Source: an optimization exercise on an open RTL-to-GDS flow (aim: small area). Production flows keep margins and buffers that such runs may drop.
Function was checked by simulation only, so behaviour that the tests miss may differ from the original.
Power figures rest on the tool's default switching activity, not on a simulated workload.

## design/flow/config.mk

```make
export PLATFORM = sky130hd
export DESIGN_NAME = peer_table_replay_filter_top
export DESIGN_NICKNAME = peer_table_replay_filter_top
export VERILOG_FILES = /design/flow/design.v
export SDC_FILE = /design/flow/constraint.sdc
export NUM_CORES = 4
export LEC_CHECK = 0
export CAP_MARGIN = 20
export CORE_MARGIN = 2
export CORE_UTILIZATION = 60
export SLEW_MARGIN = 20
```

## design/flow/constraint.sdc

```tcl
create_clock -name core_clock -period 5.0 [get_ports {clock}]
set_input_delay 1.0000 -clock core_clock [delete_from_list [all_inputs] [get_ports {clock}]]
set_output_delay 1.0000 -clock core_clock [all_outputs]
set_load 0.01 [all_outputs]
```

## design/flow/design.v

```verilog
`timescale 1ns / 1ps
`default_nettype none
package ptrf_pkg;
   localparam int PEER_SLOTS_DEFAULT = 8;
   localparam int MODE_W   = 2;
   localparam int MAC_W    = 48;
   localparam int MEMBER_W = 8;
   localparam int SEQ_W    = 32;
   localparam int STATUS_W = 3;
   localparam int SLOT_W   = 3;
   localparam logic [MODE_W-1:0] MODE_LEARN  = 2'd0;
   localparam logic [MODE_W-1:0] MODE_ACCEPT = 2'd1;
   localparam logic [MODE_W-1:0] MODE_LOOKUP = 2'd2;
   localparam logic [MODE_W-1:0] MODE_CLEAR  = 2'd3;
   localparam logic [STATUS_W-1:0] STATUS_OK          = 3'd0;
   localparam logic [STATUS_W-1:0] STATUS_MAC_REFUSED = 3'd1;
   localparam logic [STATUS_W-1:0] STATUS_UNKNOWN     = 3'd2;
   localparam logic [STATUS_W-1:0] STATUS_FULL        = 3'd3;
   localparam logic [STATUS_W-1:0] STATUS_STALE       = 3'd4;
   localparam logic [STATUS_W-1:0] STATUS_NO_MATCH    = 3'd5;
endpackage
`default_nettype wire
`timescale 1ns / 1ps
`default_nettype none
module ptrf_match (
   input  logic clock,
   input  logic restart,
   input  logic in_member,
   input  logic in_mac,
   input  logic in_seq,
   input  logic tap_bit,
   input  logic op_bit,
   output logic member_eq,
   output logic mac_eq,
   output logic seq_le
);
   logic member_eq_ff, mac_eq_ff, seq_le_ff;
   logic diff;
   assign diff = tap_bit ^ op_bit;
   always_ff @(posedge clock) begin
      if (restart) begin
         member_eq_ff <= 1'b1;
         mac_eq_ff    <= 1'b1;
         seq_le_ff    <= 1'b1;
      end else begin
         if (in_member && diff) member_eq_ff <= 1'b0;
         if (in_mac && diff)    mac_eq_ff    <= 1'b0;
         if (in_seq && diff)    seq_le_ff    <= tap_bit;
      end
   end
   assign member_eq = member_eq_ff;
   assign mac_eq    = mac_eq_ff;
   assign seq_le    = seq_le_ff;
endmodule
`default_nettype wire
`timescale 1ns / 1ps
`default_nettype none
module ptrf_store #(
   parameter int PEER_SLOTS = ptrf_pkg::PEER_SLOTS_DEFAULT,
   parameter int SLOT_BITS  = 89,
   parameter int WIN_LO     = 8,
   parameter int WIN_W      = ptrf_pkg::MAC_W
) (
   input  logic             clock,
   input  logic             wr_bit,
   output logic             head_bit,
   output logic             tap_bit,
   output logic [WIN_W-1:0] win
);
   localparam int RING = PEER_SLOTS * SLOT_BITS;
   logic [RING-1:0] ring_ff;
   always_ff @(posedge clock) begin
      ring_ff <= {wr_bit, ring_ff[RING-1:1]};
   end
   assign head_bit = ring_ff[0];
   assign tap_bit  = ring_ff[SLOT_BITS];
   assign win      = ring_ff[SLOT_BITS + WIN_W - 1 : SLOT_BITS];
endmodule
`default_nettype wire
`timescale 1ns / 1ps
`default_nettype none
module peer_table_replay_filter_top #(
   parameter int PEER_SLOTS = ptrf_pkg::PEER_SLOTS_DEFAULT
) (
   input  logic                          clock,
   input  logic                          reset,
   input  logic                          csr_write_enable,
   input  logic                          csr_write_data,
   input  logic                          req_valid,
   output logic                          req_stall,
   input  logic [ptrf_pkg::MODE_W-1:0]   req_mode,
   input  logic [ptrf_pkg::MAC_W-1:0]    req_peer_mac,
   input  logic [ptrf_pkg::MEMBER_W-1:0] req_member_id,
   input  logic [ptrf_pkg::SEQ_W-1:0]    req_sequence_req,
   input  logic                          req_reset_window,
   output logic                          rsp_valid,
   input  logic                          rsp_stall,
   output logic [ptrf_pkg::STATUS_W-1:0] rsp_status,
   output logic                          rsp_found,
   output logic [ptrf_pkg::SLOT_W-1:0]   rsp_slot,
   output logic [ptrf_pkg::MAC_W-1:0]    rsp_found_mac
);
   localparam int IDX_W     = ptrf_pkg::SLOT_W;
   localparam int MEM_LO    = 0;
   localparam int MAC_LO    = MEM_LO + ptrf_pkg::MEMBER_W;
   localparam int SEQ_LO    = MAC_LO + ptrf_pkg::MAC_W;
   localparam int VLD_BIT   = SEQ_LO + ptrf_pkg::SEQ_W;
   localparam int SLOT_BITS = VLD_BIT + 1;
   localparam int BIT_W     = $clog2(SLOT_BITS);
   localparam int OP_GROUPS = (SLOT_BITS - 1) / 8;
   logic [BIT_W-1:0]              bit_ff;
   logic [IDX_W-1:0]              slot_ff;
   logic                          init_ff;
   logic                          scan_ff;
   logic                          fin_ff;
   logic                          pass2_ff;
   logic                          provisioned_ff;
   logic                          pending_ff;
   logic [ptrf_pkg::STATUS_W-1:0] st_ff, st_in;
   logic                          fd_ff, fd_in;
   logic [IDX_W-1:0]              sl_ff;
   logic                          mo_n_ff, mo_in;
   logic                          head_bit, tap_bit, op_bit, st_bit, wr_bit;
   logic [ptrf_pkg::MAC_W-1:0]    win;
   logic [SLOT_BITS-2:0]          op_vec;
   logic [7:0]                    sel_lo;
   logic [OP_GROUPS:0]            sel_hi;
   logic                          first, last_bit, last_slot;
   logic                          in_member, in_mac, in_seq;
   logic                          member_eq, mac_eq, seq_le;
   logic                          decide, done, start;
   logic                          wr_macmem, wr_seq, clr_valid;
   always_comb begin
      for (int i = 0; i < 8; i++) begin
         sel_lo[i] = (bit_ff[2:0] == 3'(i));
      end
      for (int j = 0; j <= OP_GROUPS; j++) begin
         sel_hi[j] = (bit_ff[BIT_W-1:3] == (BIT_W-3)'(j));
      end
   end
   assign first     = sel_hi[0] && sel_lo[0];
   assign last_bit  = sel_hi[OP_GROUPS];
   assign last_slot = (slot_ff == IDX_W'(PEER_SLOTS - 1));
   assign in_member = sel_hi[0];
   assign in_mac    = |sel_hi[SEQ_LO/8-1:MAC_LO/8];
   assign in_seq    = |sel_hi[OP_GROUPS-1:SEQ_LO/8];
   assign op_vec = {req_sequence_req, req_peer_mac, req_member_id};
   always_comb begin
      logic [OP_GROUPS-1:0] grp;
      for (int j = 0; j < OP_GROUPS; j++) begin
         grp[j] = |(op_vec[8*j +: 8] & sel_lo);
      end
      op_bit = |(grp & sel_hi[OP_GROUPS-1:0]);
   end
   assign st_bit = op_bit ^ in_mac;
   ptrf_store #(
      .PEER_SLOTS (PEER_SLOTS),
      .SLOT_BITS  (SLOT_BITS),
      .WIN_LO     (MAC_LO),
      .WIN_W      (ptrf_pkg::MAC_W)
   ) u_store (
      .clock    (clock),
      .wr_bit   (wr_bit),
      .head_bit (head_bit),
      .tap_bit  (tap_bit),
      .win      (win)
   );
   ptrf_match u_match (
      .clock     (clock),
      .restart   (last_bit),
      .in_member (in_member),
      .in_mac    (in_mac),
      .in_seq    (in_seq),
      .tap_bit   (tap_bit),
      .op_bit    (st_bit),
      .member_eq (member_eq),
      .mac_eq    (mac_eq),
      .seq_le    (seq_le)
   );
   assign start  = req_valid && !pending_ff && !init_ff && !scan_ff && !fin_ff &&
                   first && (slot_ff == '0);
   assign decide = scan_ff && last_bit;
   always_comb begin
      logic hit;
      logic valid_now;
      valid_now = tap_bit;
      done  = 1'b0;
      st_in = ptrf_pkg::STATUS_OK;
      fd_in = 1'b0;
      mo_in = 1'b0;
      hit   = 1'b0;
      case (req_mode)
         ptrf_pkg::MODE_LEARN: begin
            if (!pass2_ff) begin
               hit  = valid_now && (mac_eq || member_eq);
               done = hit || (last_slot && provisioned_ff);
               if (hit) begin
                  fd_in = 1'b1;
                  if (provisioned_ff && !mac_eq) begin
                     st_in = ptrf_pkg::STATUS_MAC_REFUSED;
                  end
               end else begin
                  st_in = ptrf_pkg::STATUS_UNKNOWN;
               end
            end else begin
               hit  = !valid_now;
               done = hit || last_slot;
               if (hit) begin
                  fd_in = 1'b1;
               end else begin
                  st_in = ptrf_pkg::STATUS_FULL;
               end
            end
         end
         ptrf_pkg::MODE_ACCEPT: begin
            hit  = valid_now && mac_eq;
            done = hit || last_slot;
            if (hit) begin
               fd_in = 1'b1;
               if (!req_reset_window && seq_le) begin
                  st_in = ptrf_pkg::STATUS_STALE;
               end
            end else begin
               st_in = ptrf_pkg::STATUS_NO_MATCH;
            end
         end
         ptrf_pkg::MODE_LOOKUP: begin
            hit  = valid_now && member_eq;
            done = hit || last_slot;
            if (hit) begin
               fd_in = 1'b1;
               mo_in = 1'b1;
            end else begin
               st_in = ptrf_pkg::STATUS_NO_MATCH;
            end
         end
         default: begin
            done = last_slot;
         end
      endcase
   end
   assign wr_macmem = fin_ff && (req_mode == ptrf_pkg::MODE_LEARN) && fd_ff &&
                      (st_ff == ptrf_pkg::STATUS_OK);
   assign wr_seq    = fin_ff && (req_mode == ptrf_pkg::MODE_ACCEPT) && fd_ff &&
                      (st_ff == ptrf_pkg::STATUS_OK);
   assign clr_valid = scan_ff && (req_mode == ptrf_pkg::MODE_CLEAR);
   always_comb begin
      wr_bit = head_bit;
      if (init_ff) begin
         wr_bit = 1'b0;
      end else if (last_bit) begin
         wr_bit = (head_bit || wr_macmem) && !clr_valid;
      end else if ((wr_macmem && (in_member || in_mac)) || (wr_seq && in_seq)) begin
         wr_bit = st_bit;
      end
   end
   assign req_stall = !(fin_ff && last_bit);
   always_ff @(posedge clock) begin
      if (reset) begin
         bit_ff         <= '0;
         slot_ff        <= '0;
         init_ff        <= 1'b1;
         scan_ff        <= 1'b0;
         fin_ff         <= 1'b0;
         pass2_ff       <= 1'b0;
         provisioned_ff <= 1'b0;
         pending_ff     <= 1'b0;
      end else begin
         if (last_bit) begin
            bit_ff  <= '0;
            slot_ff <= slot_ff + IDX_W'(1);
         end else begin
            bit_ff <= bit_ff + BIT_W'(1);
         end
         if (last_bit && last_slot) begin
            init_ff <= 1'b0;
         end
         if (start) begin
            scan_ff <= 1'b1;
         end else if (decide && done) begin
            scan_ff <= 1'b0;
            fin_ff  <= 1'b1;
         end else if (decide && last_slot) begin
            pass2_ff <= 1'b1;
         end
         if (fin_ff && last_bit) begin
            fin_ff   <= 1'b0;
            pass2_ff <= 1'b0;
         end
         if (csr_write_enable) begin
            provisioned_ff <= csr_write_data;
         end
         if (pending_ff) begin
            pending_ff <= !rsp_valid;
         end else begin
            pending_ff <= fin_ff && last_bit;
         end
      end
   end
   always_ff @(posedge clock) begin
      if (decide) begin
         st_ff <= st_in;
         fd_ff <= fd_in;
         sl_ff <= fd_in ? slot_ff : '0;
         mo_n_ff <= !mo_in;
      end
   end
   assign rsp_valid     = pending_ff && !rsp_stall &&
                          (mo_n_ff || ((slot_ff == sl_ff) && sel_hi[MAC_LO/8] && sel_lo[0]));
   assign rsp_status    = st_ff;
   assign rsp_found     = fd_ff;
   assign rsp_slot      = sl_ff;
   assign rsp_found_mac = ~(win | {ptrf_pkg::MAC_W{mo_n_ff}});
endmodule
`default_nettype wire
```

## design/flow/flow/run.sh

```bash
#!/bin/bash
# Standard ORFS layout, with port buffers of the smallest buffer cell and a
# clock tree of small buffers built without dummy loads. Each tool's output
# goes to a log here.
set -euo pipefail
export BUFFER_PORTS_ARGS="-buffer_cell sky130_fd_sc_hd__buf_1"
export CTS_ARGS="-sink_clustering_enable -repair_clock_nets -dont_use_dummy_load -buf_list {sky130_fd_sc_hd__clkbuf_8 sky130_fd_sc_hd__clkbuf_16} -sink_clustering_size 26 -sink_clustering_max_diameter 45"
bash standard.sh > standard.log 2>&1
```

## design/flow/standard.sh

```bash
#!/bin/bash
# synth_recipe.tcl (not shown) runs the flow's synth.tcl, then flattens the netlist and writes it again
# the make line also repeats each setting of config.mk as NAME=value (left out here)
make -C /OpenROAD-flow-scripts/flow DESIGN_CONFIG=/design/flow/config.mk WORK_HOME=/design/flow/orfs CLKGATE_MAP_FILE= SYNTH_SCRIPT=/design/flow/synth_recipe.tcl "${@:-finish}"
```

==> results of run 1 <==
[sequential cells by signal, indices dropped and copies added (netlist names)]
name / flops
bit_ff: 7
init_ff: 1
u_store.ring_ff: 712
u_match.seq_le_ff: 1
slot_ff: 3
fd_ff: 1
scan_ff: 1
sl_ff: 3
mo_n_ff: 1
pending_ff: 1
fin_ff: 1
provisioned_ff: 1
u_match.mac_eq_ff: 1
pass2_ff: 1
st_ff: 3
u_match.member_eq_ff: 1
[worst max path at each step]
stage,from,endpoint,slack [ns]
global placement,req_peer_mac[36],u_match.mac_eq_ff$_SDFFE_PP1P_,2.05
floorplan,req_peer_mac[36],u_match.mac_eq_ff$_SDFFE_PP1P_,2.32
global route,bit_ff[0]$_SDFF_PP0_,rsp_valid,1.13
CTS,bit_ff[0]$_SDFF_PP0_,rsp_valid,1.37
detailed placement,bit_ff[0]$_SDFF_PP0_,rsp_valid,1.91
finish,bit_ff[0]$_SDFF_PP0_,rsp_valid,1.40
[cell usage after synthesis (all sizes together), types with 7 or more instances]
cell,n,area (um2)
dfxtp,731,14630
nor2,74,277.8
nand2,35,131.4
a222oi,21,210.2
clkbuf,16,60.06
a21oi,15,75.07
ha,14,175.2
inv,12,45.04
o21ai,11,55.05
edfxtp,8,240.2
nand3,8,40.04
nor3,8,40.04
a221oi,7,61.31
[cell type report]
type	count	area, um2
inverters	12	45.04
clock buffers	45	1126
flip-flops and latches	739	14870
multi-input cells	253	1541
well taps	341	426.7
repair buffers	156	596.8
diodes	1	2.502
fillers	1894	8413
[cell families after synthesis]
kind of cell	synth area share, %
flip-flops	89.86
AND/OR/NAND/NOR	3.953
AO/OA/AOI/OAI	3.568
buffers and inverters	0.8314
adder cells (fa/ha/maj)	1.058
XOR/XNOR	0.4233
multiplexers	0.3099
[power by group]
part	total, W	internal [W]	switching (W)
logic	0.000135	0.0000625	0.0000720
registers	0.00590	0.00589	0.00000304
clock network	0.00324	0.00159	0.00164
total	0.00927	0.00755	0.00172
[metal layers]
metal / part of all wire [%] / global-route usage (%) / up-vias
met5: 0 / 0 / -
met2: 38 / 20.11 / 165
li1: - / - / 3659
met1: 55 / 23.56 / 3230
met4: 2.6 / 5.388 / 0
met3: 5.0 / 3.535 / 48
[through the flow]
stage                     hold WS [ns]  instances  instance area (um2)  worst slack [ns]  total power, W
final                           0.2648       1547                18610             1.396        0.009269
after global routing            0.2737       1546                18610             1.133        0.009593
after CTS                       0.2691       1546                18610             1.366        0.009363
after detailed placement        0.3121       1501                17480             1.906        0.006167
after global placement          0.3098       1501                17480             2.054        0.006165
after floorplan                 0.3096       1026                16550             2.324        0.006120
==> results.yml, run 1 <==
worst_setup_path:
  cp.buffers_inverters: 2
  critPathSlowestCell: "ha_1"
  crit_path_leading_delay_family: "adder cells"
  critical_path.max_fanout: 24
  setup.worst_path.start_class: "register"
  crit-reg2reg-launch: "bit_ff[0]$_SDFF_PP0_"
  timing.critical_path.cells: "inv_1 -> ha_1 -> nand3_1 -> nor3_1 -> a41oi_1 -> nor3b_1 -> buf_1"
  ff2ff_path_depth: 10
  timing.critical_path.arrival_ns: 2.60
  timing.critical_path.depth: 7
  worstSetupEndpointType: "output pin"
  timing.setup.critical_path_class: "reg -> out"
  destination_of_the_worst_register_to_register_timing_path: "u_match.mac_eq_ff$_SDFFE_PP1P_"
  rrSetupSlack_ns: 2.03
  critical_path_required_ns: 4.00
  critical_path.max_stage_delay_ns: 0.70
clock_network:
  cts-buffers-inserted: 45
  cts_tree: "done"
  tritoncts_num_sinks: 739
  cts_hold_repair.buffers: 0
  cts_resized: 0
  cts_h_tree_lvls: 2
  clk-insertion-delay-late_ns: 0.55
  clk_pin_slew_worst_paths_ns: 0.07
  post_cts_setup_buffers: 0
  max-clock-path-buffers: 3
  clockRootBuffer: "clkbuf_16"
power_and_ir_drop:
  ir_drop_v: 0.0002775
  power-per-cell-area_mw_per_mm2: 498.0
  leakage_nw: 7.190
timing:
  setup_tns_ns: 0
  timing.fmax_mhz: 277.5
  grt_setup_unrepaired: "false"
  finalCriticalPeriod_ns: 3.604
  finClkSkew_ns: 0.06739
  report.final.slew_viol_count: 0
  report.final.setup_viol: 0
  timing.final.crit_share_pct: 72.08
  final_hold_viol_count: 0
  max-slew-margin-rel_pct: 44.66
  worst_margin_slew_ns: 0.8302
detailed_routing:
  ant_nets: 0
  drt_wl_total_um: 21230
  routed_length_per_placed_instance_um: 13.72
  drt_iter0_drc: 489
  dr.pass1.iters: 7
  via_per_inst: 4.591
  route.vias.total: 7102
  drc_errors: 0
floorplanning:
  core_mm2: 0.02703
  floorplan.die_area_mm2: 0.02893
  initial_utilization_pct: 61.25
  num_rows: 60
  num_io_pins: 154
  chipWidth_um: 170.1
  overall_die_height_um: 170.1
yosys:
  synth_edf_count: 8
  yosysWarningCount: 3
  synthArstFlopShare_pct: 0
  yosys.cell_types.count: 51
  syn_area_mm2: 0.01655
  syn_area_per_cell_um2: 16.13
  post_synth_inst_count: 1026
  synth.yosys.seq_area_share_pct: 89.86
  synth_seq_cells: 739
  synth_nets: 1137
  synth_top_flop_cell: "dfxtp_1"
grt:
  grt_antenna_before_repair: 0
  grt_start_max_net_pins: 49
  grt_use_total_pct: 14.99
  grt_first_pass_wirelength_um: 34420
  grt-ovfl-total: 0
  first_global_vias: 6698
cells_and_area:
  drive_above_1_share_pct: 4.481
  layout.nets: 1318
  final_cell_mix: "731 x dfxtp_1, 153 x buf_1, 74 x nor2_1"
  finish.utilization_pct: 68.87
  layout_commonest_cell: "dfxtp_1"
  area_growth_pct: 12.44
status:
  result_of_the_run: "timing/DRC/antenna clean"
worst_hold_path:
  hold_start: "u_store.ring_ff[636]$_DFF_P_"
  min-delay-path-class: "reg -> reg"
  hold_path_end: "u_store.ring_ff[635]$_DFF_P_"
  holdPathStages: 0
place:
  globalplace.congestion: 0.8428
  detailed_place_hpwl_um: 12240
  numPortBuffers: 153
job:
  maxCapViolations: 0
==> inputs of run 2 (changes only) <==
==> design/flow/flow/run.sh (replaced) <==
#!/bin/bash
# Standard ORFS layout, with port buffers of the smallest buffer cell and a
# clock tree of small buffers built without dummy loads. Each tool's output
# goes to a log here.
set -euo pipefail
export BUFFER_PORTS_ARGS="-buffer_cell sky130_fd_sc_hd__buf_1"
export CTS_ARGS="-sink_clustering_enable -repair_clock_nets -dont_use_dummy_load -buf_list sky130_fd_sc_hd__clkbuf_8 -sink_clustering_size 24 -sink_clustering_max_diameter 45"
bash standard.sh > standard.log 2>&1
--- a/design/flow/config.mk
+++ b/design/flow/config.mk
@@ -8,4 +8,5 @@
 export CAP_MARGIN = 20
 export CORE_MARGIN = 2
 export CORE_UTILIZATION = 60
+export PLACE_DENSITY = 0.75
 export SLEW_MARGIN = 20
==> run 2 against run 1 <==
- maximum frequency decreased by 3.2%
- wire length rose by 4.1%
- critical endpoint unchanged
- final cell count decreased by 0.13%
- highest routed layer unchanged
- final area decreased by 2.8%
- area after synthesis is the same
- synthesized cell count unchanged
- largest power group unchanged
- register-to-register slack improved by 0.03 ns
==> results.yml, run 2 <==
timing:
  finalCriticalPeriod_ns: 3.722
  max-slew-margin-rel_pct: 32.41
  timing.final.crit_share_pct: 74.45
  report.final.slew_viol_count: 0
  timing.fmax_mhz: 268.6
  finClkSkew_ns: 0.08244
  grt_setup_unrepaired: "false"
  final_hold_viol_count: 0
  report.final.setup_viol: 0
  setup_tns_ns: 0
  worst_margin_slew_ns: 1.014
yosys:
  yosysTopAreaCellShare_pct: 88.41
  yosysWarningCount: 3
  synth_seq_cells: 739
  synthTopCellsByCount: "731 x dfxtp_1, 74 x nor2_1, 35 x nand2_1, 21 x a222oi_1, 16 x clkbuf_1"
  yosys.cell_types.count: 51
  synth_nets: 1137
  synth.area.top_cells: "dfxtp_1 88%, nor2_1 1.7%, edfxtp_1 1.5%"
  post_synth_inst_count: 1026
  synth.yosys.seq_area_share_pct: 89.86
  synth_edf_count: 8
  syn_area_mm2: 0.01655
  synthMostInstantiatedCell: "dfxtp_1"
  synth_top_area_cell: "dfxtp_1"
  syn_area_per_cell_um2: 16.13
  synthArstFlopShare_pct: 0
  synth_top_flop_cell: "dfxtp_1"
grt:
  grt_antenna_before_repair: 0
  first_global_vias: 7089
  grt_first_pass_wirelength_um: 36040
  grt_start_max_net_pins: 27
  grt_use_total_pct: 15.72
  grt-ovfl-total: 0
clock_network:
  tritoncts_num_sinks: 739
  clockRootBuffer: "clkbuf_8"
  cts_hold_repair.buffers: 0
  clk-insertion-delay-late_ns: 0.58
  post_cts_setup_buffers: 0
  cts_h_tree_lvls: 2
  cts-buffers-inserted: 44
  cts_tree: "done"
  clk_pin_slew_worst_paths_ns: 0.11
  cts_resized: 0
  max-clock-path-buffers: 3
worst_setup_path:
  crit-reg2reg-launch: "bit_ff[0]$_SDFF_PP0_"
  critical_path.max_fanout: 24
  timing.setup.critical_path_class: "reg -> out"
  critPathSlowestCell: "ha_1"
  destination_of_the_worst_register_to_register_timing_path: "u_match.member_eq_ff$_SDFFE_PP1P_"
  critical_path_required_ns: 4.00
  critical_path.max_stage_delay_ns: 0.71
  ff2ff_path_depth: 10
  rrSetupSlack_ns: 2.06
  timing.critical_path.arrival_ns: 2.72
  setup.worst_path.start_class: "register"
  worstSetupEndpointType: "output pin"
  critical_path.startpoint: "bit_ff[0]$_SDFF_PP0_"
  timing.critical_path.cells: "inv_1 -> ha_1 -> nand3_1 -> nor3_1 -> a41oi_1 -> nor3b_1 -> buf_1"
cells_and_area:
  biggestRegsByFlops: "u_store.ring_ff x712, bit_ff x7"
  layout.nets: 1317
  final_cell_mix: "731 x dfxtp_1, 153 x buf_1, 74 x nor2_1"
  layout_commonest_cell: "dfxtp_1"
  antenna-diode-count: 0
  number_of_flip_flops_under_the_largest_register_name: 712
  regMostFlops: "u_store.ring_ff"
  area_growth_pct: 9.282
  finish.utilization_pct: 66.94
  drive_above_1_share_pct: 4.402
detailed_routing:
  routed_length_per_placed_instance_um: 14.30
  route.vias.total: 7205
  via_per_inst: 4.663
  drc_errors: 0
  drt_wl_total_um: 22100
  ant_nets: 0
  drt_iter0_drc: 651
  dr.pass1.iters: 8
worst_hold_path:
  holdPathStages: 0
  min-delay-path-class: "reg -> reg"
  hold_path_end: "u_store.ring_ff[617]$_DFF_P_"
  hold_start: "u_store.ring_ff[618]$_DFF_P_"
job:
  maxCapViolations: 0
place:
  globalplace.congestion: 0.8520
  numPortBuffers: 153
  detailed_place_hpwl_um: 13320
floorplanning:
  overall_die_height_um: 170.1
  floorplan.die_area_mm2: 0.02893
  num_io_pins: 154
  chipWidth_um: 170.1
  num_rows: 60
  core_mm2: 0.02703
  initial_utilization_pct: 61.25
power_and_ir_drop:
  ir_drop_v: 0.0002772
  power-per-cell-area_mw_per_mm2: 462.7
  leakage_nw: 6.952
status:
  result_of_the_run: "timing/DRC/antenna clean"
## run 2: cell counts after synthesis
Identical to the previous run, type by type.
## run 2: cell type report
| cell class | instances | area (um2) |
|---|---|---|
| clock buffers | 44 | 605.6 |
| fillers | 1879 | 8936 |
| inverters | 12 | 45.04 |
| multi-input cells | 253 | 1541 |
| flip-flops and latches | 739 | 14870 |
| well taps | 341 | 426.7 |
| repair buffers | 156 | 596.8 |
## run 2: worst max path at each step
stage / slack [ns] / to
2_1_floorplan: 2.32 / u_match.mac_eq_ff$_SDFFE_PP1P_
3_3_place_gp: 2.05 / u_match.mac_eq_ff$_SDFFE_PP1P_
3_5_place_dp: 1.85 / rsp_valid
4_1_cts: 1.30 / rsp_valid
5_1_grt: 1.12 / rsp_valid
6_report: 1.28 / rsp_valid
## run 2: cells by family after synthesis
family	Yosys count	share of synthesized area [%]
AOI/OAI and AO/OA	77	3.568
xor gates and xnor gates	8	0.4233
adders and majority gates	14	1.058
buffers and inverters	34	0.8314
DFF	739	89.86
muxes	5	0.3099
and+or+nand+nor	149	3.953
## run 2: critical path, delay by kind of cell (launching register included)
kind                       cells  cell delay [ns]
buffers and inverters          2             0.30
DFF                            1             0.34
AOI/OAI and AO/OA              1             0.15
adders and majority gates      1             0.71
and+or+nand+nor                3             0.71
## run 2: metrics by stage
step / instance area, um2 / cells / power (W) / hold WS [ns] / setup slack (ns)
6_report: 18090 / 1545 / 0.008371 / 0.2561 / 1.278
5_1_grt: 18090 / 1545 / 0.008689 / 0.2458 / 1.117
4_1_cts: 18090 / 1545 / 0.008452 / 0.2487 / 1.302
3_5_place_dp: 17480 / 1501 / 0.006167 / 0.3121 / 1.847
3_3_place_gp: 17480 / 1501 / 0.006162 / 0.3109 / 2.054
2_1_floorplan: 16550 / 1026 / 0.006120 / 0.3096 / 2.324
## run 2: power breakdown
part           switching, W  internal, W
Combinational     0.0000738    0.0000625
Sequential       0.00000309      0.00590
Clock               0.00154     0.000797
## run 2: layer usage
layer	track usage, %	share of wire (%)	wire [um]
met1	24.18	51	11380
met2	22.02	40	8817
met3	3.442	6.1	1353
met4	5.463	2.5	549
met5	0	0	0
==> inputs of run 3 (changes only) <==
--- a/design/flow/config.mk
+++ b/design/flow/config.mk
@@ -8,5 +8,4 @@
 export CAP_MARGIN = 20
 export CORE_MARGIN = 2
 export CORE_UTILIZATION = 60
-export PLACE_DENSITY = 0.75
 export SLEW_MARGIN = 20
==> run 3 against run 2 <==
- still clean
- critical endpoint unchanged
- register-to-register slack got worse by 0.05 ns
- count of clock-buffer cells in the layout rose by 1
- final cell count rose by 0.13%
==> results.yml, run 3 <==
cells_and_area:
  layout.nets: 1318
  layout.filler_cells: 1964
  area_growth_pct: 9.380
  final_cell_mix: "731 x dfxtp_1, 153 x buf_1, 74 x nor2_1"
  stdcell_count: 1547
  number_of_flip_flops_under_the_largest_register_name: 712
  regMostFlops: "u_store.ring_ff"
  multi_input_comb_area_mm2: 0.001541
  finish.utilization_pct: 67.00
  sequential_cell_area_mm2: 0.01487
  drive_above_1_share_pct: 4.481
  biggestRegsByFlops: "u_store.ring_ff x712, bit_ff x7"
  layout_commonest_cell: "dfxtp_1"
timing:
  report.final.slew_viol_count: 0
  worst_margin_slew_ns: 0.8845
  timing.final.crit_share_pct: 73.33
  final_hold_viol_count: 0
  max-slew-margin-rel_pct: 41.03
  report.final.setup_viol: 0
  finClkSkew_ns: 0.08302
  finalCriticalPeriod_ns: 3.666
  setup_tns_ns: 0
  timing.fmax_mhz: 272.8
  grt_setup_unrepaired: "false"
detailed_routing:
  ant_nets: 0
  drt_wl_total_um: 20850
  drc_errors: 0
  drt_iter0_drc: 536
  via_per_inst: 4.548
  routed_length_per_placed_instance_um: 13.48
  dr.pass1.iters: 7
  route.vias.total: 7036
grt:
  grt_use_total_pct: 14.69
  grt_antenna_before_repair: 0
  grt_start_max_net_pins: 49
  first_global_vias: 6610
  grt_first_pass_wirelength_um: 33670
  grt-ovfl-total: 0
power_and_ir_drop:
  power-per-cell-area_mw_per_mm2: 462.7
  leakage_nw: 6.959
  ir_drop_v: 0.0002631
yosys:
  yosysTopAreaCellShare_pct: 88.41
  post_synth_inst_count: 1026
  synth_top_area_cell: "dfxtp_1"
  multiplexer_area_fraction_after_synthesis_pct: 0.3099
  synth_top_flop_cell: "dfxtp_1"
  synth_seq_cells: 739
  synth_nets: 1137
  synth.yosys.seq_area_share_pct: 89.86
  yosysWarningCount: 3
  arithmetic_cell_share_of_the_synthesized_area_counting_full_adders_half_adders_and_majority_gates_pct: 1.058
  syn_area_mm2: 0.01655
  synthArstFlopShare_pct: 0
  yosys.area_share.simple_pct: 3.953
  synth_xor_xnor_area_share_pct: 0.4233
  syn_area_per_cell_um2: 16.13
  combinational_family_with_the_most_area_after_synthesis: "simple AND/OR/NAND/NOR gates"
  synthTopCellsByCount: "731 x dfxtp_1, 74 x nor2_1, 35 x nand2_1, 21 x a222oi_1, 16 x clkbuf_1"
  synth.area.top_cells: "dfxtp_1 88%, nor2_1 1.7%, edfxtp_1 1.5%"
  yosys.cell_types.count: 51
  synth_edf_count: 8
  synth_compound_gate_area_share_pct: 3.568
  synthMostInstantiatedCell: "dfxtp_1"
clock_network:
  clockRootBuffer: "clkbuf_8"
  cts_h_tree_lvls: 2
  cts-buffers-inserted: 45
  tritoncts_num_sinks: 739
  max-clock-path-buffers: 3
  post_cts_setup_buffers: 0
  cts_resized: 0
  clk_pin_slew_worst_paths_ns: 0.11
  clk-insertion-delay-late_ns: 0.58
  cts_tree: "done"
  cts_hold_repair.buffers: 0
worst_setup_path:
  ff2ff_path_depth: 10
  setup.worst_path.start_class: "register"
  critPathSlowestCell: "ha_1"
  timing.critical_path.cells: "inv_1 -> ha_1 -> nand3_1 -> nor3_1 -> a41oi_1 -> nor3b_1 -> buf_1"
  timing.setup.critical_path_class: "reg -> out"
  crit_path_leading_delay_family: "adder cells"
  timing.critical_path.arrival_ns: 2.67
  cp.buffers_inverters: 2
  critical_path_required_ns: 4.00
  critical_path.max_fanout: 24
  critical_path.startpoint: "bit_ff[0]$_SDFF_PP0_"
  timing.critical_path.depth: 7
  critical_path.max_stage_delay_ns: 0.74
  worstSetupEndpointType: "output pin"
  crit-reg2reg-launch: "bit_ff[0]$_SDFF_PP0_"
status:
  result_of_the_run: "timing/DRC/antenna clean"
floorplanning:
  num_rows: 60
  initial_utilization_pct: 61.25
  floorplan.die_area_mm2: 0.02893
  num_io_pins: 154
  overall_die_height_um: 170.1
  chipWidth_um: 170.1
  core_mm2: 0.02703
worst_hold_path:
  holdPathStages: 0
  hold_start: "u_store.ring_ff[638]$_DFF_P_"
  min-delay-path-class: "reg -> reg"
place:
  detailed_place_hpwl_um: 12240
  numPortBuffers: 153
  globalplace.congestion: 0.8428
  dpl.cell_count: 1501
job:
  maxCapViolations: 0
==> run 3: cell counts after synthesis <==
Identical to the previous run, type by type.
==> run 3: metrics by stage <==
step           instance area (um2)  setup slack, ns  hold slack [ns]  total power (W)
3_3_place_gp                 17480            2.054           0.3098         0.006165
2_1_floorplan                16550            2.324           0.3096         0.006120
4_1_cts                      18100            1.328           0.2450         0.008470
3_5_place_dp                 17480            1.906           0.3121         0.006167
6_report                     18110            1.334           0.2510         0.008378
5_1_grt                      18100            1.089           0.2490         0.008701
==> run 3: logic make-up (layout without fill, tap and decap cells) <==
group	after synthesis	after routing
xor+xnor	8	8
fa+ha+maj	14	14
flops	739	739
buf+inv	34	213
other cells	0	1
simple gates	149	149
compound gates	77	77
mux	5	5
==> run 3: layout make-up <==
type | count | share of cell area (%)
Clock buffer | 45 | 3.421
Tap cell | 341 | 2.356
Multi-Input combinational cell | 253 | 8.514
Timing Repair Buffer | 156 | 3.296
Inverter | 12 | 0.2488
Antenna cell | 1 | 0.01382
Sequential cell | 739 | 82.15
==> run 3: routing by layer <==
metal | wire, um | GRT usage (%) | vias to the layer above
met5 | 0 | 0 | -
met4 | 566 | 5.723 | 0
met3 | 1097 | 3.558 | 49
met2 | 7662 | 19.23 | 163
met1 | 11530 | 23.26 | 3172
li1 | - | - | 3652
==> run 3: path summary, 6_finish.rpt <==
kind	slack, ns	end
setup / recovery	1.33	rsp_valid
hold / removal	0.25	u_store.ring_ff[637]$_DFF_P_
setup reg to reg	2.01	u_match.mac_eq_ff$_SDFFE_PP1P_
hold reg to reg	0.25	u_store.ring_ff[637]$_DFF_P_
==> run 3: where the power goes <==
group          switching [W]  leakage (nW)  total [W]  internal, W
sequential        0.00000308          5.96    0.00590      0.00590
clock                0.00153         0.324    0.00234     0.000814
combinational      0.0000725         0.680   0.000135    0.0000625
==> inputs of run 4 (changes only) <==
==> design/flow/flow/run.sh (replaced) <==
#!/bin/bash
# Standard ORFS layout, with port buffers of the smallest buffer cell and a
# clock tree of small buffers built without dummy loads. Each tool's output
# goes to a log here.
set -euo pipefail
export BUFFER_PORTS_ARGS="-buffer_cell sky130_fd_sc_hd__buf_1"
export CTS_ARGS="-sink_clustering_enable -repair_clock_nets -dont_use_dummy_load -buf_list sky130_fd_sc_hd__clkbuf_8 -sink_clustering_size 20 -sink_clustering_max_diameter 40"
bash standard.sh > standard.log 2>&1
==> run 4 against run 3 <==
- count of clock-buffer cells in the layout is 6 higher
- still clean on timing, DRC and antenna
- power is 1.3% higher
- clock skew is 0.012 ns lower
==> results.yml, run 4 <==
timing:
  holdWs_ns: 0.2620
  report.final.setup_viol: 0
  worst_margin_slew_ns: 0.8312
  max-slew-margin-rel_pct: 44.59
  grt_setup_unrepaired: "false"
  timing.fmax_mhz: 272.4
  finalCriticalPeriod_ns: 3.671
  setup_tns_ns: 0
  timing.final.crit_share_pct: 73.41
  report.final.slew_viol_count: 0
  finClkSkew_ns: 0.07134
  final_hold_viol_count: 0
cells_and_area:
  area_growth_pct: 9.879
  biggestRegsByFlops: "u_store.ring_ff x712, bit_ff x7"
  layout.nets: 1324
  layout_commonest_cell: "dfxtp_1"
  final_cell_mix: "731 x dfxtp_1, 153 x buf_1, 74 x nor2_1"
  layout.filler_cells: 1943
  regMostFlops: "u_store.ring_ff"
  number_of_flip_flops_under_the_largest_register_name: 712
  finish.utilization_pct: 67.30
  drive_above_1_share_pct: 4.955
detailed_routing:
  dr.pass1.iters: 6
  route.vias.total: 7150
  ant_nets: 0
  drt_iter0_drc: 485
  drc_errors: 0
  via_per_inst: 4.604
  drt_wl_total_um: 20840
  routed_length_per_placed_instance_um: 13.42
worst_setup_path:
  critPathSlowestCell: "ha_1"
  cp.buffers_inverters: 2
  timing.setup.critical_path_class: "reg -> out"
  critical_path.max_stage_delay_ns: 0.70
  ff2ff_path_depth: 10
  timing.critical_path.arrival_ns: 2.67
  critical_path.max_fanout: 24
  setup.worst_path.start_class: "register"
  timing.critical_path.depth: 7
  worstSetupEndpointType: "output pin"
  critical_path_required_ns: 4.00
  crit_path_leading_delay_family: "adder cells"
  timing.critical_path.cells: "inv_1 -> ha_1 -> nand3_1 -> nor3_1 -> a41oi_1 -> nor3b_1 -> buf_1"
  critical_path.startpoint: "bit_ff[0]$_SDFF_PP0_"
  crit-reg2reg-launch: "bit_ff[0]$_SDFF_PP0_"
clock_network:
  cts-buffers-inserted: 51
  clk-insertion-delay-late_ns: 0.58
  max-clock-path-buffers: 3
  cts_resized: 0
  clockRootBuffer: "clkbuf_8"
  cts_tree: "done"
  cts_h_tree_lvls: 2
  tritoncts_num_sinks: 739
  clk_pin_slew_worst_paths_ns: 0.10
  post_cts_setup_buffers: 0
  cts_hold_repair.buffers: 0
yosys:
  yosys.cell_types.count: 51
  synthTopCellsByCount: "731 x dfxtp_1, 74 x nor2_1, 35 x nand2_1, 21 x a222oi_1, 16 x clkbuf_1"
  yosysWarningCount: 3
  syn_area_mm2: 0.01655
  synth.area.top_cells: "dfxtp_1 88%, nor2_1 1.7%, edfxtp_1 1.5%"
  yosysTopAreaCellShare_pct: 88.41
  synth_seq_cells: 739
  syn_area_per_cell_um2: 16.13
  synth_top_flop_cell: "dfxtp_1"
  synthArstFlopShare_pct: 0
  synth.yosys.seq_area_share_pct: 89.86
  synth_top_area_cell: "dfxtp_1"
  synth_nets: 1137
  synth_edf_count: 8
  synthMostInstantiatedCell: "dfxtp_1"
  post_synth_inst_count: 1026
power_and_ir_drop:
  ir_drop_v: 0.0003150
  leakage_nw: 7.003
  power-per-cell-area_mw_per_mm2: 466.5
grt:
  grt_antenna_before_repair: 0
  grt_start_max_net_pins: 49
  first_global_vias: 6734
  grt_first_pass_wirelength_um: 33950
  grt-ovfl-total: 0
  grt_use_total_pct: 14.82
place:
  numPortBuffers: 153
  globalplace.congestion: 0.8428
  detailed_place_hpwl_um: 12240
floorplanning:
  num_rows: 60
  num_io_pins: 154
  chipWidth_um: 170.1
  floorplan.die_area_mm2: 0.02893
  initial_utilization_pct: 61.25
  overall_die_height_um: 170.1
  core_mm2: 0.02703
worst_hold_path:
  hold_start: "u_store.ring_ff[78]$_DFF_P_"
  min-delay-path-class: "reg -> reg"
  holdPathStages: 0
job:
  maxCapViolations: 0
status:
  result_of_the_run: "timing/DRC/antenna clean"
[run 4: cell counts after synthesis]
No cell type changed its count.
[run 4: path summary, 6_finish.rpt]
kind	end	slack [ns]
worst max-delay path	rsp_valid	1.33
worst min-delay path	u_store.ring_ff[77]$_DFF_P_	0.26
worst max register to register	u_match.mac_eq_ff$_SDFFE_PP1P_	1.99
worst min register to register	u_store.ring_ff[77]$_DFF_P_	0.26
[run 4: final cells by class]
cell class	instances	area, um2	share of cell area (%)
sequential	739	14870	81.78
multi-input combinational	253	1541	8.475
clock buffer	51	701.9	3.859
timing repair buffer	156	596.8	3.281
tap	341	426.7	2.346
inverter	12	45.04	0.2476
antenna	1	2.502	0.01376
[run 4: through the flow]
step                      std cells  worst slack [ns]  power [W]  instance area, um2
after floorplan                1026             2.324   0.006120               16550
after global placement         1501             2.054   0.006165               17480
after detailed placement       1501             1.906   0.006167               17480
after CTS                      1552             1.279   0.008609               18190
after global routing           1552             1.054   0.008841               18190
final                          1553             1.329   0.008484               18190
[run 4: metal layers]
layer  GRT usage, %  vias up  wire (um)
met5              0        -          0
met4          5.983        0        637
met3          3.674       57       1088
met2          19.34      178       7807
met1          23.40     3251      11300
li1               -     3664          -
[run 4: cell families after synthesis]
group                    after synthesis  share of synthesized area (%)
adder cells (fa/ha/maj)               14                          1.058
buffers and inverters                 34                         0.8314
XOR/XNOR                               8                         0.4233
multiplexers                           5                         0.3099
flip-flops                           739                          89.86
AO/OA/AOI/OAI                         77                          3.568
AND/OR/NAND/NOR                      149                          3.953
[run 4: power by group]
group / internal [W] / switching [W] / leakage (nW) / total [W]
clock: 0.000914 / 0.00154 / 0.367 / 0.00245
sequential: 0.00589 / 0.00000305 / 5.96 / 0.00590
combinational: 0.0000625 / 0.0000724 / 0.680 / 0.000135
total: 0.00687 / 0.00161 / 7.00 / 0.00848
==> inputs of run 5 (changes only) <==
==> design/flow/flow/run.sh (replaced) <==
#!/bin/bash
# Standard ORFS layout, with port buffers of the smallest buffer cell and a
# clock tree of small buffers built without dummy loads. Each tool's output
# goes to a log here.
set -euo pipefail
export BUFFER_PORTS_ARGS="-buffer_cell sky130_fd_sc_hd__buf_1"
export CTS_ARGS="-sink_clustering_enable -repair_clock_nets -dont_use_dummy_load -buf_list sky130_fd_sc_hd__clkbuf_8 -sink_clustering_size 22 -sink_clustering_max_diameter 45"
bash standard.sh > standard.log 2>&1
==> run 5 against run 4 <==
- setup slack better by 0.016 ns
- area after synthesis unchanged
- still clean
- highest routed layer unchanged
- sequential cell count unchanged
- global-route usage down 0.093 points
- clock power fell by 4%
==> results.yml, run 5 <==
status:
  result_of_the_run: "timing/DRC/antenna clean"
timing:
  worst_margin_slew_ns: 0.8657
  setup_tns_ns: 0
  final_hold_viol_count: 0
  finalCriticalPeriod_ns: 3.654
  timing.fmax_mhz: 273.6
  report.final.slew_viol_count: 0
  report.final.setup_viol: 0
  max-slew-margin-rel_pct: 42.28
  timing.final.crit_share_pct: 73.09
  finClkSkew_ns: 0.08783
  grt_setup_unrepaired: "false"
clock_network:
  clockRootBuffer: "clkbuf_8"
  clk-insertion-delay-late_ns: 0.58
  tritoncts_num_sinks: 739
  clk_pin_slew_worst_paths_ns: 0.11
  post_cts_setup_buffers: 0
  cts_tree: "done"
  max-clock-path-buffers: 3
  cts_resized: 0
  cts_hold_repair.buffers: 0
  cts_h_tree_lvls: 2
  cts-buffers-inserted: 46
floorplanning:
  overall_die_height_um: 170.1
  initial_utilization_pct: 61.25
  chipWidth_um: 170.1
  floorplan.die_area_mm2: 0.02893
  num_io_pins: 154
  num_rows: 60
  core_mm2: 0.02703
worst_setup_path:
  timing.critical_path.cells: "inv_1 -> ha_1 -> nand3_1 -> nor3_1 -> a41oi_1 -> nor3b_1 -> buf_1"
  setup.worst_path.start_class: "register"
  worstSetupEndpointType: "output pin"
  critPathSlowestCell: "ha_1"
  critical_path_required_ns: 4.00
  timing.setup.critical_path_class: "reg -> out"
  crit_path_leading_delay_family: "adder cells"
  ff2ff_path_depth: 10
  crit-reg2reg-launch: "bit_ff[0]$_SDFF_PP0_"
  critical_path.max_fanout: 24
  rrSetupSlack_ns: 2.01
  cp.buffers_inverters: 2
  critical_path.max_stage_delay_ns: 0.72
  destination_of_the_worst_register_to_register_timing_path: "u_match.mac_eq_ff$_SDFFE_PP1P_"
  timing.critical_path.arrival_ns: 2.65
power_and_ir_drop:
  ir_drop_v: 0.0003527
  leakage_nw: 6.967
  power-per-cell-area_mw_per_mm2: 463.4
grt:
  grt_use_total_pct: 14.73
  grt-ovfl-total: 0
  first_global_vias: 6631
  grt_antenna_before_repair: 0
  grt_start_max_net_pins: 49
  grt_first_pass_wirelength_um: 33670
worst_hold_path:
  min-delay-path-class: "reg -> reg"
  holdPathStages: 0
  hold_path_end: "u_store.ring_ff[653]$_DFF_P_"
  hold_start: "u_store.ring_ff[654]$_DFF_P_"
detailed_routing:
  via_per_inst: 4.568
  drt_iter0_drc: 561
  routed_length_per_placed_instance_um: 13.50
  route.vias.total: 7072
  ant_nets: 0
  dr.pass1.iters: 6
  drc_errors: 0
  drt_wl_total_um: 20900
cells_and_area:
  finish.utilization_pct: 67.05
  drive_above_1_share_pct: 4.561
  number_of_flip_flops_under_the_largest_register_name: 712
  area_growth_pct: 9.463
  final_cell_mix: "731 x dfxtp_1, 153 x buf_1, 74 x nor2_1"
  layout.filler_cells: 1965
  layout.nets: 1319
  biggestRegsByFlops: "u_store.ring_ff x712, bit_ff x7"
  regMostFlops: "u_store.ring_ff"
  layout_commonest_cell: "dfxtp_1"
yosys:
  syn_area_per_cell_um2: 16.13
  synth_top_flop_cell: "dfxtp_1"
  post_synth_inst_count: 1026
  yosys.cell_types.count: 51
  synth.area.top_cells: "dfxtp_1 88%, nor2_1 1.7%, edfxtp_1 1.5%"
  syn_area_mm2: 0.01655
  synthTopCellsByCount: "731 x dfxtp_1, 74 x nor2_1, 35 x nand2_1, 21 x a222oi_1, 16 x clkbuf_1"
  synth_top_area_cell: "dfxtp_1"
  yosysTopAreaCellShare_pct: 88.41
  yosysWarningCount: 3
  synthArstFlopShare_pct: 0
  synth_nets: 1137
  synth_edf_count: 8
  synth.yosys.seq_area_share_pct: 89.86
  synthMostInstantiatedCell: "dfxtp_1"
  synth_seq_cells: 739
place:
  globalplace.congestion: 0.8428
  numPortBuffers: 153
  detailed_place_hpwl_um: 12240
job:
  maxCapViolations: 0
==> run 5: how the worst max path moves through the flow <==
stage	startpoint	to	cells after the start
floorplan	req_peer_mac[36]	u_match.mac_eq_ff$_SDFFE_PP1P_	8
global placement	req_peer_mac[36]	u_match.mac_eq_ff$_SDFFE_PP1P_	9
detailed placement	bit_ff[0]$_SDFF_PP0_	rsp_valid	7
CTS	bit_ff[0]$_SDFF_PP0_	rsp_valid	7
global route	bit_ff[0]$_SDFF_PP0_	rsp_valid	7
finish	bit_ff[0]$_SDFF_PP0_	rsp_valid	7
==> run 5: power by group <==
group	internal (W)	switching [W]	total (W)	leakage [nW]
sequential	0.00590	0.00000308	0.00590	5.96
combinational	0.0000625	0.0000724	0.000135	0.680
clock	0.000830	0.00153	0.00236	0.331
total	0.00679	0.00161	0.00840	6.97
==> run 5: layout make-up <==
cell class	count	area, um2	area share, %
antenna	1	2.502	0.01381
tap	341	426.7	2.355
multi-input combinational	253	1541	8.507
sequential	739	14870	82.09
inverter	12	45.04	0.2486
timing repair buffer	156	596.8	3.294
clock buffer	46	633.1	3.494
==> run 5: kinds of logic after synthesis <==
family / Yosys count / share of synthesized area, %
flip-flops: 739 / 89.86
AND/OR/NAND/NOR: 149 / 3.953
AO/OA/AOI/OAI: 77 / 3.568
buffers and inverters: 34 / 0.8314
adder cells (fa/ha/maj): 14 / 1.058
XOR/XNOR: 8 / 0.4233
multiplexers: 5 / 0.3099
==> run 5: metrics by stage <==
stage	area (um2)	std cells	setup WS [ns]	total power, W	hold WS (ns)
after global routing	18120	1547	1.090	0.008729	0.2187
after detailed placement	17480	1501	1.906	0.006167	0.3121
after global placement	17480	1501	2.054	0.006165	0.3098
final	18120	1548	1.346	0.008397	0.2276
after floorplan	16550	1026	2.324	0.006120	0.3096
after CTS	18120	1547	1.326	0.008489	0.2258
==> run 5: routing by layer <==
metal / global-route usage [%] / part of all wire (%) / up-vias
li1: - / - / 3656
met1: 23.28 / 55 / 3194
met2: 19.19 / 37 / 168
met3: 3.744 / 5.2 / 54
met4: 5.760 / 2.8 / 0
met5: 0 / 0 / -
==> run 5: worst register-to-register path: stages (launching register included) <==
cell and delay, ns:
dfxtp_1 0.40, inv_1 0.08, ha_1 0.50, a222oi_1 0.45
nand2_1 0.09, a222oi_1 0.39, o41ai_1 0.14, nor4_2 0.30
o221ai_2 0.18, xor2_1 0.19, o22a_1 0.17
==> inputs of run 6 (changes only) <==
==> design/flow/flow/run.sh (replaced) <==
#!/bin/bash
# Standard ORFS layout with three changes: the combinational cells of the
# standard synthesis are re-mapped for area by Yosys/ABC (flip-flops kept as
# the standard synthesis made them), port buffers use the smallest buffer
# cell, and the clock tree uses small buffers without dummy loads.
# Each tool's output goes to a log file here.
set -euo pipefail
export BUFFER_PORTS_ARGS="-buffer_cell sky130_fd_sc_hd__buf_1"
export CTS_ARGS="-sink_clustering_enable -repair_clock_nets -dont_use_dummy_load -buf_list sky130_fd_sc_hd__clkbuf_8 -sink_clustering_size 22 -sink_clustering_max_diameter 45"
R=orfs/results/${FLOW_PLATFORM}/peer_table_replay_filter_top/base
LIB=${FLOW_HOME}/platforms/${FLOW_PLATFORM}/lib/sky130_fd_sc_hd__tt_025C_1v80.lib
YOSYS=$(command -v yosys || echo "${FLOW_HOME}/../tools/install/yosys/bin/yosys")

bash standard.sh synth > standard_synth.log 2>&1
cp "$R/1_2_yosys.v" std_synth.v
sed -e "s#@LIB@#${LIB}#g" -e "s#@TOP@#${FLOW_TOP}#g" flow/remap.ys > remap.ys
"$YOSYS" -l remap.log -s remap.ys > /dev/null 2>&1
cp remapped.v "$R/1_2_yosys.v"
rm -f "$R/1_synth.odb" "$R/1_synth.sdc"
bash standard.sh > standard.log 2>&1
==> design/flow/flow/remap.ys (new file) <==
# Re-maps the combinational cells of the standard synthesis netlist for
# area; the flip-flops (cells, names and connections) are left untouched.
read_liberty -ignore_miss_func @LIB@
read_verilog std_synth.v
hierarchy -top @TOP@
setattr -mod -set keep_hierarchy 1 sky130_fd_sc_hd__dfxtp_1 sky130_fd_sc_hd__edfxtp_1
flatten
opt -purge
abc -liberty @LIB@ -dont_use sky130_fd_sc_hd__probe_p_8 -dont_use sky130_fd_sc_hd__probec_p_8 -dont_use sky130_fd_sc_hd__lpflow_bleeder_1 -dont_use sky130_fd_sc_hd__lpflow_clkbufkapwr_1 -dont_use sky130_fd_sc_hd__lpflow_clkbufkapwr_16 -dont_use sky130_fd_sc_hd__lpflow_clkbufkapwr_2 -dont_use sky130_fd_sc_hd__lpflow_clkbufkapwr_4 -dont_use sky130_fd_sc_hd__lpflow_clkbufkapwr_8 -dont_use sky130_fd_sc_hd__lpflow_clkinvkapwr_1 -dont_use sky130_fd_sc_hd__lpflow_clkinvkapwr_16 -dont_use sky130_fd_sc_hd__lpflow_clkinvkapwr_2 -dont_use sky130_fd_sc_hd__lpflow_clkinvkapwr_4 -dont_use sky130_fd_sc_hd__lpflow_clkinvkapwr_8 -dont_use sky130_fd_sc_hd__lpflow_decapkapwr_12 -dont_use sky130_fd_sc_hd__lpflow_decapkapwr_3 -dont_use sky130_fd_sc_hd__lpflow_decapkapwr_4 -dont_use sky130_fd_sc_hd__lpflow_decapkapwr_6 -dont_use sky130_fd_sc_hd__lpflow_decapkapwr_8 -dont_use sky130_fd_sc_hd__lpflow_inputiso0n_1 -dont_use sky130_fd_sc_hd__lpflow_inputiso0p_1 -dont_use sky130_fd_sc_hd__lpflow_inputiso1n_1 -dont_use sky130_fd_sc_hd__lpflow_inputiso1p_1 -dont_use sky130_fd_sc_hd__lpflow_inputisolatch_1 -dont_use sky130_fd_sc_hd__lpflow_isobufsrc_1 -dont_use sky130_fd_sc_hd__lpflow_isobufsrc_16 -dont_use sky130_fd_sc_hd__lpflow_isobufsrc_2 -dont_use sky130_fd_sc_hd__lpflow_isobufsrc_4 -dont_use sky130_fd_sc_hd__lpflow_isobufsrc_8 -dont_use sky130_fd_sc_hd__lpflow_isobufsrckapwr_16 -dont_use sky130_fd_sc_hd__lpflow_lsbuf_lh_hl_isowell_tap_1 -dont_use sky130_fd_sc_hd__lpflow_lsbuf_lh_hl_isowell_tap_2 -dont_use sky130_fd_sc_hd__lpflow_lsbuf_lh_hl_isowell_tap_4 -dont_use sky130_fd_sc_hd__lpflow_lsbuf_lh_isowell_4 -dont_use sky130_fd_sc_hd__lpflow_lsbuf_lh_isowell_tap_1 -dont_use sky130_fd_sc_hd__lpflow_lsbuf_lh_isowell_tap_2 -dont_use sky130_fd_sc_hd__lpflow_lsbuf_lh_isowell_tap_4 -dont_use sky130_fd_sc_hd__fill_1 -dont_use sky130_fd_sc_hd__fill_2 -dont_use sky130_fd_sc_hd__fill_4 -dont_use sky130_fd_sc_hd__fill_8  -script +strash;dch;map,-a;strash;dch;map,-a
opt_clean -purge
hilomap -singleton -hicell sky130_fd_sc_hd__conb_1 HI -locell sky130_fd_sc_hd__conb_1 LO
splitnets
opt_clean -purge
stat -liberty @LIB@
blackbox sky130_fd_sc_hd__dfxtp_1 sky130_fd_sc_hd__edfxtp_1
write_verilog -noattr -nohex -nodec remapped.v
==> run 6 against run 5 <==
- utilization up 0.20 points
- setup slack improved by 0.33 ns
- critical endpoint unchanged
- hold slack better by 0.044 ns
- maximum frequency grew 9.8%
- count of clock-buffer cells in the layout up 2
- synthesized cell count increased by 1.4%
- final cell count up 2.6%
- critical path depth decreased by 1
- final area is 0.53% lower
- area after synthesis decreased by 1.4%
- critical path type unchanged
- first-iteration DRC count down 32%
==> results.yml, run 6 <==
status:
  result_of_the_run: "timing/DRC/antenna clean"
floorplanning:
  floorplan.die_area_mm2: 0.02853
  initial_utilization_pct: 60.89
  overall_die_height_um: 168.9
  chipWidth_um: 168.9
  num_rows: 60
  core_mm2: 0.02680
  num_io_pins: 154
worst_setup_path:
  timing.critical_path.arrival_ns: 2.33
  crit_path_leading_delay_family: "simple AND/OR/NAND/NOR gates"
  critical_path_required_ns: 4.00
  critPathSlowestCell: "nor4_1"
  timing.critical_path.cells: "nor2_1 -> clkinv_1 -> nor4_1 -> a41oi_1 -> nor3_1 -> buf_1"
  critical_path.max_fanout: 10
  timing.setup.critical_path_class: "reg -> out"
  worstSetupEndpointType: "output pin"
  critical_path.max_stage_delay_ns: 0.36
  cp.buffers_inverters: 2
  setup.worst_path.start_class: "register"
place:
  dpl_cell_area_mm2: 0.01736
  numPortBuffers: 153
  globalplace.congestion: 0.8927
  detailed_place_hpwl_um: 14510
detailed_routing:
  dr.pass1.iters: 5
  via_per_inst: 4.595
  drt_iter0_drc: 379
  routed_length_per_placed_instance_um: 14.68
  route.vias.total: 7301
  ant_nets: 0
  drc_errors: 0
  drt_wl_total_um: 23330
clock_network:
  cts_resized: 0
  cts_hold_repair.buffers: 0
  max-clock-path-buffers: 3
  cts_tree: "done"
  post_cts_setup_buffers: 0
  tritoncts_num_sinks: 739
  clk-insertion-delay-late_ns: 0.58
  clk_pin_slew_worst_paths_ns: 0.09
  cts-buffers-inserted: 48
  cts_h_tree_lvls: 2
  clockRootBuffer: "clkbuf_8"
timing:
  timing.final.crit_share_pct: 66.54
  timing.fmax_mhz: 300.6
  grt_setup_unrepaired: "false"
  report.final.slew_viol_count: 0
  final_hold_viol_count: 0
  finalCriticalPeriod_ns: 3.327
  setup_tns_ns: 0
  worst_margin_slew_ns: 1.040
  finClkSkew_ns: 0.07098
  report.final.setup_viol: 0
  holdWs_ns: 0.2715
  max-slew-margin-rel_pct: 30.67
worst_hold_path:
  min-delay-path-class: "reg -> reg"
yosys:
  yosysWarningCount: 3
  synth_nets: 1137
  post_synth_inst_count: 1040
  syn_area_mm2: 0.01632
  syn_area_per_cell_um2: 15.69
grt:
  grt_start_max_net_pins: 27
  grt-ovfl-total: 0
  grt_use_total_pct: 16.54
  first_global_vias: 7233
  grt_first_pass_wirelength_um: 36990
  grt_antenna_before_repair: 2
power_and_ir_drop:
  ir_drop_v: 0.0003105
  power-per-cell-area_mw_per_mm2: 468.6
  power_w: 0.008445
  leakage_nw: 6.936
cells_and_area:
  area_growth_pct: 10.44
  final_cell_mix: "731 x dfxtp_1, 153 x buf_1, 92 x nor2_1"
  biggestRegsByFlops: "u_store.ring_ff x712, bit_ff x7"
  finish.utilization_pct: 67.25
  layout_commonest_cell: "dfxtp_1"
  layout.nets: 1345
  regMostFlops: "u_store.ring_ff"
  final_area_mm2: 0.01802
  drive_above_1_share_pct: 4.414
  number_of_flip_flops_under_the_largest_register_name: 712
job:
  maxCapViolations: 0
## run 6: cell types whose count changed in the layout (fill, tap and decap cells not counted), sizes merged, moves of 7 or more
cell	previous run	this run
inv	12	0
o22ai	1	11
a22oi	4	19
a222oi	21	0
clkinv	0	36
nor2	74	92
nand2	35	44
ha	14	0
nand3	8	15
a21oi	15	28
## run 6: layout make-up
| class | count | area, um2 |
|---|---|---|
| well taps | 341 | 426.7 |
| fillers | 1918 | 8777 |
| multi-input cells | 265 | 1310 |
| repair buffers | 158 | 611.8 |
| clock buffers | 48 | 660.6 |
| inverters | 36 | 135.1 |
| diodes | 2 | 5.005 |
| flip-flops and latches | 739 | 14870 |
## run 6: report_power, final
part	switching [W]	total, W	internal [W]
registers	0.00000575	0.00590	0.00590
logic	0.0000768	0.000127	0.0000506
clock network	0.00155	0.00242	0.000864
total	0.00163	0.00845	0.00681
## run 6: stage by stage
stage	cells	worst slack, ns
after floorplan	1040	2.079
after global placement	1539	1.946
after detailed placement	1539	1.812
after CTS	1587	1.637
after global routing	1589	1.362
final	1589	1.673
## run 6: per-layer routing
layer | share of wire (%) | GRT usage, % | routed length [um] | vias up
met1 | 50 | 23.48 | 11570 | 3289
met3 | 6.7 | 4.559 | 1573 | 47
met4 | 2.7 | 6.972 | 627 | 0
li1 | - | - | - | 3732
met5 | 0 | 0 | 0 | -
met2 | 41 | 24.07 | 9554 | 233
## run 6: worst register-to-register path: stages (launching register included)
cell,delay [ns]
dfxtp_1,0.71
clkinv_1,0.47
nor2_1,0.63
clkinv_1,0.24
nor2_1,0.14
o41ai_1,0.08
o211ai_1,0.09
a41oi_1,0.06
nand2_1,0.10
nor2_1,0.08
or2_2,0.29
a221oi_1,0.24
## run 6: final timing paths
path | start | to | slack, ns | depth (start not counted)
setup reg to reg | bit_ff[2]$_SDFF_PP0_ | u_store.ring_ff[711]$_SDFF_PP0_ | 1.72 | 11
hold / removal | u_store.ring_ff[644]$_DFF_P_ | u_store.ring_ff[643]$_DFF_P_ | 0.27 | 0
hold reg to reg | u_store.ring_ff[644]$_DFF_P_ | u_store.ring_ff[643]$_DFF_P_ | 0.27 | 0
setup / recovery | bit_ff[0]$_SDFF_PP0_ | rsp_valid | 1.67 | 6

==> re-timing with driven ports <==
The results above use ideal ports. As a check the final layouts listed here were re-extracted and re-timed, cells and wires unchanged.
Step 1: set_driving_cell puts a clkbuf_16 on clock and a buf_2 on each other input, an assumption about the parent block.
Step 2 also shifts input and output timing later by t, the mid clock arrival at the registers, as if the neighbouring blocks saw the same clock.
a / b / c = ideal ports / drivers / drivers and shift; a / b = the first two.
run	shift t [ns]	setup WS [ns]	worst setup path after step 2	slew at the worst register clock pin (ns)
run 1	0.557	1.396 / 1.347 / 1.905	register to output	0.09 / 0.09
run 2	0.584	1.278 / 1.236 / 1.819	register to output	0.12 / 0.12
run 3	0.578	1.334 / 1.289 / 1.867	register to output	0.13 / 0.13
run 4	0.585	1.329 / 1.284 / 1.869	register to output	0.11 / 0.11
run 5	0.580	1.346 / 1.302 / 1.881	register to output	0.12 / 0.12
run 6	0.593	1.673 / 1.627 / 1.723	register to register	0.12 / 0.12
After both steps every run listed still meets setup and hold.
